This is an optimization exercise on Yosys and OpenROAD, whose aim is small area, not a production implementation.
Only simulation tests tie the RTL to the original design; equivalence was not proved.

==> trial 9 <==
==> flow/design.v <==
package calc_cmd_pkg;
   typedef enum logic [4-1:0] {
      OP_NONE = 0,
      OP_ADD  = 1,
      OP_SUB  = 2,
      OP_SHL  = 5,
      OP_SHR  = 6
   } opcode_e;
   typedef logic [2-1:0] req_tag_t;
   typedef logic [32-1:0] operand_t;
   typedef logic [2+2-1:0] out_tag_t;
endpackage
package prio_queue_pkg;
   typedef logic [2-1:0] port_id_t;
   typedef logic [(1 + 2 + 2 + 2 * 32)-1:0] queue_entry_t;
   typedef logic [$clog2(16+1)-1:0] queue_count_t;
   typedef logic [4-1:0] port_req_t;
endpackage
`timescale 1ns/1ps
module port_decode (
   input  logic                  c_clk,
   input  logic                  rst_n,
   input  calc_cmd_pkg::opcode_e cmd,
   input  calc_cmd_pkg::req_tag_t tag,
   output logic                  add_req,
   output logic                  shift_req,
   output logic                  invalid_op,
   output calc_cmd_pkg::req_tag_t invalid_tag
);
   logic is_invalid;
   assign add_req    = (cmd == calc_cmd_pkg::OP_ADD) || (cmd == calc_cmd_pkg::OP_SUB);
   assign shift_req  = (cmd == calc_cmd_pkg::OP_SHL) || (cmd == calc_cmd_pkg::OP_SHR);
   assign is_invalid = (cmd != calc_cmd_pkg::OP_NONE) && !add_req && !shift_req;
   always_ff @(posedge c_clk) begin
      invalid_op  <= rst_n && is_invalid;
      invalid_tag <= tag;
   end
endmodule
`timescale 1ns/1ps
module issue_queue #(
   parameter int DEPTH = 16
) (
   input  logic                         c_clk,
   input  logic                         rst_n,
   input  prio_queue_pkg::port_req_t    req,
   input  prio_queue_pkg::queue_entry_t [4-1:0] entry,
   output prio_queue_pkg::queue_entry_t head,
   output logic                         head_vld
);
   localparam int NP = 4;
   localparam int W  = (1 + 2 + 2 + 2 * 32);
   localparam int DW = W - 2;
   prio_queue_pkg::queue_entry_t slot     [DEPTH];
   prio_queue_pkg::queue_entry_t slot_nxt [DEPTH];
   prio_queue_pkg::queue_entry_t lane     [NP];
   logic [DEPTH-1:0]             occ;        
   logic [DEPTH-1:0]             keep;       
   logic [DEPTH-1:0]             occ_nxt;
   logic [DEPTH-1:0]             wr;
   logic [NP:0]                  num;        
   logic [NP-1:0]                base_mod;   
   logic [1:0]                   lane_of [NP];
   assign keep = {1'b0, occ[DEPTH-1:1]};
   always_comb begin
      base_mod = '0;
      for (int j = 0; j <= DEPTH; j++) begin
         if ((j == 0 || keep[(j == 0) ? 0 : j - 1]) && (j == DEPTH || !keep[(j == DEPTH) ? 0 : j])) begin
            base_mod[j % NP] = 1'b1;
         end
      end
   end
   always_comb begin
      logic [1:0]  at;
      logic [NP:0] cnt;
      at  = {base_mod[3] | base_mod[2], base_mod[3] | base_mod[1]};
      cnt = '0;
      cnt[0] = 1'b1;
      for (int p = 0; p < NP; p++) begin
         lane_of[p] = at;
         if (req[p]) begin
            at  = at + 2'd1;
            cnt = {cnt[NP-1:0], 1'b0};
         end
      end
      num = cnt;
   end
   for (genvar l = 0; l < NP; l++) begin : g_lane
      logic [NP-1:0]           sel;
      logic [NP*DW-1:0]        data;
      logic [DW-1:0]           pick;
      logic [2-1:0] port;
      for (genvar p = 0; p < NP; p++) begin : g_sel
         assign sel[p]            = req[p] && lane_of[p] == l;
         assign data[p*DW +: DW] = {entry[p][W-1], entry[p][W-2-2:0]};
      end
      for (genvar b = 0; b < 2; b++) begin : g_port
         always_comb begin
            port[b] = 1'b0;
            for (int p = 0; p < NP; p++) begin
               if ((p >> b) % 2 == 1) port[b] = port[b] | sel[p];
            end
         end
      end
      queue_lane #(.INV(l % 2 == 0), .LW(DW)) u_lane (
         .sel   (sel),
         .entry (data),
         .lane  (pick)
      );
      assign lane[l] = {pick[DW-1], (l % 2 == 0) ? ~port : port, pick[DW-2:0]};
   end
   always_comb begin
      for (int i = 0; i < DEPTH; i++) begin
         occ_nxt[i] = 1'b0;
         for (int k = 0; k <= NP; k++) begin
            if (num[k] && (i < k || keep[(i < k) ? 0 : i - k])) occ_nxt[i] = 1'b1;
         end
      end
      wr = occ_nxt & ~keep;
   end
   always_comb begin
      for (int i = 0; i < DEPTH - 2; i++) begin
         slot_nxt[i] = ~(({W{wr[i]}} | slot[i + 1]) & ({W{keep[i]}} | lane[i % NP]));
      end
      slot_nxt[DEPTH - 2] = ~(({W{wr[DEPTH - 2]}} | ~slot[DEPTH - 1]) & ({W{keep[DEPTH - 2]}} | lane[(DEPTH - 2) % NP]));
      slot_nxt[DEPTH - 1] = lane[(DEPTH - 1) % NP];
   end
   always_ff @(posedge c_clk) begin
      for (int i = 0; i < DEPTH; i++) begin
         slot[i] <= slot_nxt[i];
      end
   end
   always_ff @(posedge c_clk) begin
      if (!rst_n) begin
         occ <= '0;
      end else begin
         occ <= occ_nxt;
      end
   end
   assign head     = slot[0];
   assign head_vld = occ[0];
endmodule
module queue_lane #(
   parameter bit INV = 1'b0,
   parameter int LW  = 1
) (
   input  logic [4-1:0]         sel,
   input  logic [4*LW-1:0]      entry,
   output logic [LW-1:0]                      lane
);
   logic [LW-1:0] half_n [2];
   for (genvar h = 0; h < 2; h++) begin : g_half
      lane_half #(.LW(LW)) u_half (
         .sel_n  (~sel[2*h +: 2]),
         .entry0 (entry[2*h*LW +: LW]),
         .entry1 (entry[(2*h + 1)*LW +: LW]),
         .pick_n (half_n[h])
      );
   end
   assign lane = INV ? (half_n[0] | half_n[1]) : ~(half_n[0] | half_n[1]);
endmodule
module lane_half #(
   parameter int LW = 1
) (
   input  logic [1:0]    sel_n,
   input  logic [LW-1:0] entry0,
   input  logic [LW-1:0] entry1,
   output logic [LW-1:0] pick_n
);
   assign pick_n = ~(({LW{sel_n[0]}} | entry0) & ({LW{sel_n[1]}} | entry1));
endmodule
`timescale 1ns/1ps
module prio_dispatch (
   input  logic                   c_clk,
   input  logic                   rst_n,
   input  logic [4-1:0] hold1_cmd,
   input  logic [4-1:0] hold2_cmd,
   input  logic [4-1:0] hold3_cmd,
   input  logic [4-1:0] hold4_cmd,
   input  calc_cmd_pkg::req_tag_t hold1_tag,
   input  calc_cmd_pkg::req_tag_t hold2_tag,
   input  calc_cmd_pkg::req_tag_t hold3_tag,
   input  calc_cmd_pkg::req_tag_t hold4_tag,
   input  calc_cmd_pkg::operand_t hold1_data1,
   input  calc_cmd_pkg::operand_t hold2_data1,
   input  calc_cmd_pkg::operand_t hold3_data1,
   input  calc_cmd_pkg::operand_t hold4_data1,
   input  calc_cmd_pkg::operand_t hold1_data2,
   input  calc_cmd_pkg::operand_t hold2_data2,
   input  calc_cmd_pkg::operand_t hold3_data2,
   input  calc_cmd_pkg::operand_t hold4_data2,
   output calc_cmd_pkg::opcode_e  prio_adder_cmd,
   output calc_cmd_pkg::out_tag_t prio_adder_tag,
   output calc_cmd_pkg::operand_t prio_adder_data1,
   output calc_cmd_pkg::operand_t prio_adder_data2,
   output logic                   prio_adder_out_vld,
   output calc_cmd_pkg::opcode_e  prio_shift_cmd,
   output calc_cmd_pkg::out_tag_t prio_shift_tag,
   output calc_cmd_pkg::operand_t prio_shift_data1,
   output calc_cmd_pkg::operand_t prio_shift_data2,
   output logic                   prio_shift_out_vld,
   output logic                   port1_invalid_op,
   output logic                   port2_invalid_op,
   output logic                   port3_invalid_op,
   output logic                   port4_invalid_op,
   output calc_cmd_pkg::req_tag_t port1_invalid_tag,
   output calc_cmd_pkg::req_tag_t port2_invalid_tag,
   output calc_cmd_pkg::req_tag_t port3_invalid_tag,
   output calc_cmd_pkg::req_tag_t port4_invalid_tag
);
   logic [4-1:0] hold_cmd [4];
   calc_cmd_pkg::req_tag_t               hold_tag [4];
   calc_cmd_pkg::operand_t               hold_d1  [4];
   calc_cmd_pkg::operand_t               hold_d2  [4];
   prio_queue_pkg::port_req_t              add_req;
   prio_queue_pkg::port_req_t              shift_req;
   prio_queue_pkg::port_req_t              invalid_op;
   calc_cmd_pkg::req_tag_t               invalid_tag [4];
   prio_queue_pkg::queue_entry_t [4-1:0] entry;
   prio_queue_pkg::queue_entry_t           add_head;
   prio_queue_pkg::queue_entry_t           shift_head;
   assign hold_cmd[0] = hold1_cmd;
   assign hold_cmd[1] = hold2_cmd;
   assign hold_cmd[2] = hold3_cmd;
   assign hold_cmd[3] = hold4_cmd;
   assign hold_tag[0] = hold1_tag;
   assign hold_tag[1] = hold2_tag;
   assign hold_tag[2] = hold3_tag;
   assign hold_tag[3] = hold4_tag;
   assign hold_d1[0]  = hold1_data1;
   assign hold_d1[1]  = hold2_data1;
   assign hold_d1[2]  = hold3_data1;
   assign hold_d1[3]  = hold4_data1;
   assign hold_d2[0]  = hold1_data2;
   assign hold_d2[1]  = hold2_data2;
   assign hold_d2[2]  = hold3_data2;
   assign hold_d2[3]  = hold4_data2;
   for (genvar i = 0; i < 4; i++) begin : g_port
      port_decode u_decode (
         .c_clk       (c_clk),
         .rst_n       (rst_n),
         .cmd         (calc_cmd_pkg::opcode_e'(hold_cmd[i])),
         .tag         (hold_tag[i]),
         .add_req     (add_req[i]),
         .shift_req   (shift_req[i]),
         .invalid_op  (invalid_op[i]),
         .invalid_tag (invalid_tag[i])
      );
      assign entry[i] = {hold_cmd[i][1], calc_cmd_pkg::out_tag_t'({prio_queue_pkg::port_id_t'(i), hold_tag[i]}),
                         hold_d1[i], hold_d2[i]};
   end
   issue_queue #(.DEPTH(16)) u_add_queue (
      .c_clk    (c_clk),
      .rst_n    (rst_n),
      .req      (add_req),
      .entry    (entry),
      .head     (add_head),
      .head_vld (prio_adder_out_vld)
   );
   issue_queue #(.DEPTH(16)) u_shift_queue (
      .c_clk    (c_clk),
      .rst_n    (rst_n),
      .req      (shift_req),
      .entry    (entry),
      .head     (shift_head),
      .head_vld (prio_shift_out_vld)
   );
   assign prio_adder_cmd = calc_cmd_pkg::opcode_e'({2'b00, add_head[(1 + 2 + 2 + 2 * 32)-1], ~add_head[(1 + 2 + 2 + 2 * 32)-1]});
   assign {prio_adder_tag, prio_adder_data1, prio_adder_data2} = add_head[(1 + 2 + 2 + 2 * 32)-2:0];
   assign prio_shift_cmd = calc_cmd_pkg::opcode_e'({2'b01, shift_head[(1 + 2 + 2 + 2 * 32)-1], ~shift_head[(1 + 2 + 2 + 2 * 32)-1]});
   assign {prio_shift_tag, prio_shift_data1, prio_shift_data2} = shift_head[(1 + 2 + 2 + 2 * 32)-2:0];
   assign {port4_invalid_op, port3_invalid_op, port2_invalid_op, port1_invalid_op} = invalid_op;
   assign port1_invalid_tag = invalid_tag[0];
   assign port2_invalid_tag = invalid_tag[1];
   assign port3_invalid_tag = invalid_tag[2];
   assign port4_invalid_tag = invalid_tag[3];
endmodule
==> flow/flow/run.sh <==
#!/bin/bash
# The standard layout (standard.sh, with the standard flow's synthesis and config), with
# two changes: ports are buffered with the smallest buffer, and the clock tree
# uses larger sink clusters and no dummy loads.
set -euo pipefail
export BUFFER_PORTS_ARGS="-buffer_cell sky130_fd_sc_hd__buf_1"
export CTS_ARGS="-sink_clustering_enable -repair_clock_nets -dont_use_dummy_load -sink_clustering_size 25 -sink_clustering_max_diameter 80"
bash standard.sh finish > standard.log 2>&1
==> flow/standard.sh <==
#!/bin/bash
# synth_recipe.tcl (not shown) runs the flow's synth.tcl, then flattens the netlist and writes it again
# the make line also repeats each setting of config.mk as NAME=value (left out here)
make -C /OpenROAD-flow-scripts/flow DESIGN_CONFIG=/design/flow/config.mk WORK_HOME=/design/flow/orfs CLKGATE_MAP_FILE= SYNTH_SCRIPT=/design/flow/synth_recipe.tcl "${@:-finish}"
==> flow/config.mk <==
export PLATFORM = sky130hd
export DESIGN_NAME = prio_dispatch
export DESIGN_NICKNAME = prio_dispatch
export VERILOG_FILES = /design/flow/design.v
export SDC_FILE = /design/flow/constraint.sdc
export NUM_CORES = 4
export LEC_CHECK = 0
export CAP_MARGIN = 5
export CELL_PAD_IN_SITES_DETAIL_PLACEMENT = 1
export CELL_PAD_IN_SITES_GLOBAL_PLACEMENT = 2
export CORE_MARGIN = 2
export CORE_UTILIZATION = 30
export PLACE_DENSITY = 0.45
export SLEW_MARGIN = 5
export SYNTH_HIERARCHICAL = 1
==> flow/constraint.sdc <==
create_clock -name core_clock -period 6.0 [get_ports {c_clk}]
set_input_delay 1.2000 -clock core_clock [delete_from_list [all_inputs] [get_ports {c_clk}]]
set_output_delay 1.2000 -clock core_clock [all_outputs]
set_load 0.01 [all_outputs]
==> build 28 (differences from trial 9) <==
--- a/flow/design.v
+++ b/flow/design.v
@@ -61,3 +61,3 @@
    logic [NP-1:0]                base_mod;   
-   logic [1:0]                   lane_of [NP];
+   logic [NP-1:0]                lane_of [NP];   
    assign keep = {1'b0, occ[DEPTH-1:1]};
@@ -72,5 +72,5 @@
    always_comb begin
-      logic [1:0]  at;
-      logic [NP:0] cnt;
-      at  = {base_mod[3] | base_mod[2], base_mod[3] | base_mod[1]};
+      logic [NP-1:0] at;
+      logic [NP:0]   cnt;
+      at  = base_mod;
       cnt = '0;
@@ -80,3 +80,3 @@
          if (req[p]) begin
-            at  = at + 2'd1;
+            at  = {at[NP-2:0], at[NP-1]};
             cnt = {cnt[NP-1:0], 1'b0};
@@ -92,3 +92,3 @@
       for (genvar p = 0; p < NP; p++) begin : g_sel
-         assign sel[p]            = req[p] && lane_of[p] == l;
+         assign sel[p]            = req[p] && lane_of[p][l];
          assign data[p*DW +: DW] = {entry[p][W-1], entry[p][W-2-2:0]};
==> flow/flow/run.sh (replaced) <==
#!/bin/bash
# The standard layout (standard.sh, with the standard flow's synthesis and config), with
# two changes: ports are buffered with the smallest buffer, and the clock tree
# uses smaller leaf buffers, larger sink clusters and no dummy loads.
set -euo pipefail
export BUFFER_PORTS_ARGS="-buffer_cell sky130_fd_sc_hd__buf_1"
export CTS_ARGS="-sink_clustering_enable -repair_clock_nets -dont_use_dummy_load -sink_clustering_size 16 -sink_clustering_max_diameter 50 -buf_list sky130_fd_sc_hd__clkbuf_8 -root_buf sky130_fd_sc_hd__clkbuf_16"
bash standard.sh finish > standard.log 2>&1
- CAP_MARGIN: 5 -> 20
- CORE_UTILIZATION: 30 -> 45
- PLACE_DENSITY: 0.45 -> 0.55
- SLEW_MARGIN: 5 -> 20
==> notes.md <==
- Against trial 9, the via count of build 28 is larger by 4.2%.
- In trial 9 the register-to-register slack is worse than in build 28, by 0.92 ns.
- Against trial 9, the synthesized cell count of build 28 is lower by 2.9%.
- Build 28 passed the timing, design-rule and antenna checks. Trial 9 finished with timing, DRC and antenna clean.
- Between build 28 and trial 9, the lower final area is in build 28 (gap 4.6%, measured against trial 9).
- Against build 28, the non-clock buffer count of trial 9 is higher by 80.
- Against build 28, the core utilization of trial 9 is lower by 15 points.
- Between build 28 and trial 9, the lower global-route usage is in trial 9 (gap 11 points).

-- re-timing with driven ports --
Ports are ideal in the flow. The routed layouts listed here were re-timed in OpenROAD.
Step 1, drivers: a clkbuf_16 drives c_clk and a buf_2 each remaining input, both assumed.
Step 2 adds t to the input delays and takes it off the output delays; t is the mean of the earliest and latest rising clock arrival at the registers after step 1. Input paths then give back, and output paths get back, about the clock's delay inside the block.
a / b / c = ideal / step 1 / step 2; a / b = the first two.
run	t (ns)	slack for setup (ns)	worst setup path after step 2	worst slew at a driven data input, ns	pins driven straight from the clock port
trial 9	0.895	0.517 / 0.517 / 0.517	register to register	0.16	1
build 28	0.920	1.438 / 1.439 / 0.582	input to register	0.19	1
After both steps every run listed still meets setup and hold. The setup slack of build 28, which loses most, moves by +0.001 ns with the drivers and by -0.856 ns with both steps.
